Background: an optimization exercise with open tools, aiming at small area, a short achievable clock period and few clock cycles. Do not read the settings as production practice.

== the baseline ==
// neuron_pe
module neuron_pe #(
    parameter int N     = 6,
    parameter int BITS  = 16,
    parameter int FRAC  = 8
) (
    input  logic                  clk,
    input  logic                  rst_n,
    input  logic                  load_w,
    input  logic                  start,
    input  logic                  bp,
    input  logic [1:0]            act_sel,
    input  logic [N*BITS-1:0]     x,
    input  logic [N*BITS-1:0]     w,
    input  logic [BITS-1:0]       b,
    input  logic [BITS-1:0]       dz_in,
    input  logic [BITS-1:0]       w_in,
    input  logic [BITS-1:0]       lr,
    output logic                  busy,
    output logic                  done,
    output logic [BITS-1:0]       y,
    output logic [(N+1)*BITS-1:0] w_out
);
Size: about 2600 cells after synthesis, ~350 flip-flops, about 390 I/O pins, ~22000 sq um of cells after synthesis.
export LEC_CHECK = 0
export ABC_AREA = 1
export CAP_MARGIN = 20
export CORE_MARGIN = 2
export CORE_UTILIZATION = 40
export CTS_CLUSTER_DIAMETER = 80
export CTS_CLUSTER_SIZE = 30
export SLEW_MARGIN = 70
create_clock -name core_clock -period 22.0 [get_ports {clk}]
standard.sh (not shown) runs the stock make flow with config.mk's settings and CLKGATE_MAP_FILE= SYNTH_SCRIPT=/design/flow/synth_recipe.tcl, a recipe that flattens the netlist after the stock synthesis.
==> flow/flow/run.sh <==
#!/bin/bash
# Layout flow: the standard ORFS flow (standard synthesis unchanged), with
# the port buffers that global placement inserts made plain buf_1 cells
# instead of the default delay buffers. Every port still gets its buffer.
set -euo pipefail
export BUFFER_PORTS_ARGS="-buffer_cell sky130_fd_sc_hd__buf_1"
bash standard.sh > standard.log 2>&1
--- input diff the baseline..the candidate ---
diff --git a/flow/design.v b/flow/design.v
--- a/flow/design.v
+++ b/flow/design.v
@@ -45,51 +45,53 @@
                                      input word_t d5, input word_t d6);
         mux1h7 = ({16{s[0]}} & d0) | ({16{s[1]}} & d1) | ({16{s[2]}} & d2) |
                  ({16{s[3]}} & d3) | ({16{s[4]}} & d4) | ({16{s[5]}} & d5) |
                  ({16{s[6]}} & d6);
     endfunction
     logic         mode;        
     logic [4:0]   cnt;
     logic         zneg;
     logic [1:0]   act_r;
     word_t        store [0:6];
     word_t        xr    [0:5];
     word_t        lr_r;
-    word_t        D;
+    word_t        D;           
+    word_t        ACC;         
     word_t        P;
     logic [23:0]  r0, r1;      
     logic         c8;
     logic [5:0]   sa_x;        
-    logic         l_ld;        
+    logic         sa_p;        
     logic         sa_l;        
     logic [5:0]   sb_w;        
     logic         sb_d;        
     logic         sb_p;        
     logic         rot;         
     logic         s_d;         
     logic         s_b;         
     logic         f_acc;       
     logic         f_fin;       
     logic         b_g;         
     logic         b_t;         
     wire idle = ~busy;
     word_t opa, opb, prod, s_in1, sum;
     logic [23:0] n_r0, n_r1;
     logic        n_c8;
     always_comb begin
-        opa = mux1h7({sa_l, sa_x}, xr[0], xr[1], xr[2], xr[3], xr[4], xr[5], lr_r);
+        opa = mux1h7({sa_l, sa_x}, xr[0], xr[1], xr[2], xr[3], xr[4], xr[5], lr_r)
+            | ({16{sa_p}} & P);
         opb = mux1h7({sb_d, sb_w}, store[1], store[2], store[3], store[4],
                      store[5], store[6], D)
             | ({16{sb_p}} & P);
-        s_in1 = ({16{s_b}} & store[0]) | ({16{s_d}} & D);
+        s_in1 = ({16{s_b}} & store[0]) | ({16{s_d}} & ACC);
         sum = sadd(s_in1, prod);
     end
     np_pmul_s1 u_s1 (.a(opa), .b(opb), .r0(n_r0), .r1(n_r1), .c8(n_c8));
     np_pmul_s2 u_s2 (.r0(r0), .r1(r1), .c8(c8), .y(prod));
     logic       n_busy, n_mode, n_f, n_b;
     logic [4:0] n_cnt;
     always_comb begin
         if (idle) begin
             n_cnt  = '0;
             n_busy = start & ~load_w;
             n_mode = bp;
         end else begin
@@ -99,25 +101,25 @@
         end
         n_f = n_busy & ~n_mode;
         n_b = n_busy & n_mode;
     end
     logic [5:0] nb_x;
     logic       nb_ap, nb_al, nb_bd, nb_bp, nb_g, nb_t;
     logic       nb_u;
     always_comb begin
         nb_x  = '0;
         nb_ap = 1'b0; nb_al = 1'b0; nb_bd = 1'b0; nb_bp = 1'b0;
         nb_g  = 1'b0; nb_t  = 1'b0; nb_u  = 1'b0;
         case (n_cnt)
-            5'd0:  begin nb_ap = 1'b1; nb_al = 1'b1; nb_bp = 1'b1; end
+            5'd0:  begin nb_ap = 1'b1; nb_bd = 1'b1; end
             5'd1:  begin nb_g = 1'b1; end
             5'd2:  begin nb_al = 1'b1; nb_bd = 1'b1; end
             5'd3:  begin nb_x[0] = 1'b1; nb_bd = 1'b1; nb_u = 1'b1; end
             5'd4:  begin nb_x[1] = 1'b1; nb_bd = 1'b1; nb_t = 1'b1; end
             5'd5:  begin nb_al = 1'b1; nb_bp = 1'b1; nb_t = 1'b1; end
             5'd6:  begin nb_al = 1'b1; nb_bp = 1'b1; nb_u = 1'b1; end
             5'd7:  begin nb_x[2] = 1'b1; nb_bd = 1'b1; nb_u = 1'b1; end
             5'd8:  begin nb_x[3] = 1'b1; nb_bd = 1'b1; nb_t = 1'b1; end
             5'd9:  begin nb_al = 1'b1; nb_bp = 1'b1; nb_t = 1'b1; end
             5'd10: begin nb_al = 1'b1; nb_bp = 1'b1; nb_u = 1'b1; end
             5'd11: begin nb_x[4] = 1'b1; nb_bd = 1'b1; nb_u = 1'b1; end
             5'd12: begin nb_x[5] = 1'b1; nb_bd = 1'b1; nb_t = 1'b1; end
@@ -132,54 +134,53 @@
             rot   <= 1'b0;
             f_fin <= 1'b0;
         end else begin
             rot   <= n_b && nb_u;
             f_fin <= n_f && n_cnt == 5'd6;
         end
     end
     always_ff @(posedge clk) begin
         for (int i = 0; i < 6; i++) begin
             sa_x[i] <= (n_f && n_cnt == 5'(i)) || (n_b && nb_x[i]);
             sb_w[i] <= n_f && n_cnt == 5'(i);
         end
-        l_ld  <= n_b && nb_ap;
+        sa_p  <= n_b && nb_ap;
         sa_l  <= n_b && nb_al;
         sb_d  <= n_b && nb_bd;
         sb_p  <= n_b && nb_bp;
         s_d   <= n_f && n_cnt >= 5'd2;
         s_b   <= (n_f && n_cnt == 5'd1) || n_b;
         f_acc <= n_f && n_cnt >= 5'd1 && n_cnt <= 5'd5;
         b_g   <= n_b && nb_g;
         b_t   <= n_b && nb_t;
     end
     always_ff @(posedge clk) begin
+        if (f_acc)
+            ACC <= sum;
         r0 <= n_r0;
         r1 <= n_r1;
         c8 <= n_c8;
         if (idle) begin
             for (int i = 0; i < 6; i++)
                 xr[i] <= x[i*16 +: 16];
-            lr_r  <= dz_in;
+            lr_r  <= lr;
             act_r <= act_sel;
+            D     <= dz_in;
             P     <= w_in;
         end else begin
-            if (l_ld)
-                lr_r <= lr;
+            if (b_g)
+                D <= act_gate(act_r, zneg, prod);
             if (b_t)
                 P <= prod;
         end
-        if (f_acc)
-            D <= sum;
-        else if (b_g)
-            D <= act_gate(act_r, zneg, prod);
     end
     always_ff @(posedge clk or negedge rst_n) begin
         if (!rst_n) begin
             busy <= 1'b0;
             done <= 1'b0;
             mode <= 1'b0;
             cnt  <= '0;
             zneg <= 1'b0;
             y    <= '0;
             for (int k = 0; k < 7; k++)
                 store[k] <= '0;
         end else begin
--- outcome ---
- The baseline → the candidate: worst slew slack as a fraction of its limit has decreased; share of the synthesized area in compound gates (AO/OA/AOI/OAI) has decreased.
- In the final design statistics, the candidate uses fewer standard cells in total than the baseline.
- The candidate vs the baseline — via count normalized by instance count climbed slightly
- The last element of the critical path comes out D[13] in one run and y[3] in the other, namely in the baseline and the candidate respectively.
- Relative to the baseline, the synthesized cell count measured on the candidate has decreased by a few percent.
Function was not checked in any run of this note: the RTL went through the layout flow alone.

static timing again, ports no longer ideal:
The flow's constraints put no driver on any port. The routed layouts listed below were extracted and timed again, unchanged, in two steps.
Step 1 sets driving cells, clkbuf_16 on the clock port and buf_2 on the other inputs (assumed; they add their load-dependent delay and slew).
Step 2 moves the port delays by t, midway between the first and last clock arrival at a register: inputs arrive t later, outputs are due t later. That takes back most of the time a late clock gives input paths.
Three values: no drivers, after step 1, after step 2; two values: the first two.
| run | shift t [ns] | setup WS [ns] | slew at the worst register clock pin (ns) |
|---|---|---|---|
| the baseline | 0.651 | 16.004 / 16.004 / 15.723 | 0.11 / 0.11 |
| the candidate | 0.643 | 16.188 / 16.177 / 15.856 | 0.11 / 0.11 |
After both steps setup and hold are still met in every run listed. For the candidate, which loses most, drivers alone change the setup slack by -0.011 ns; drivers and shift together by -0.332 ns.
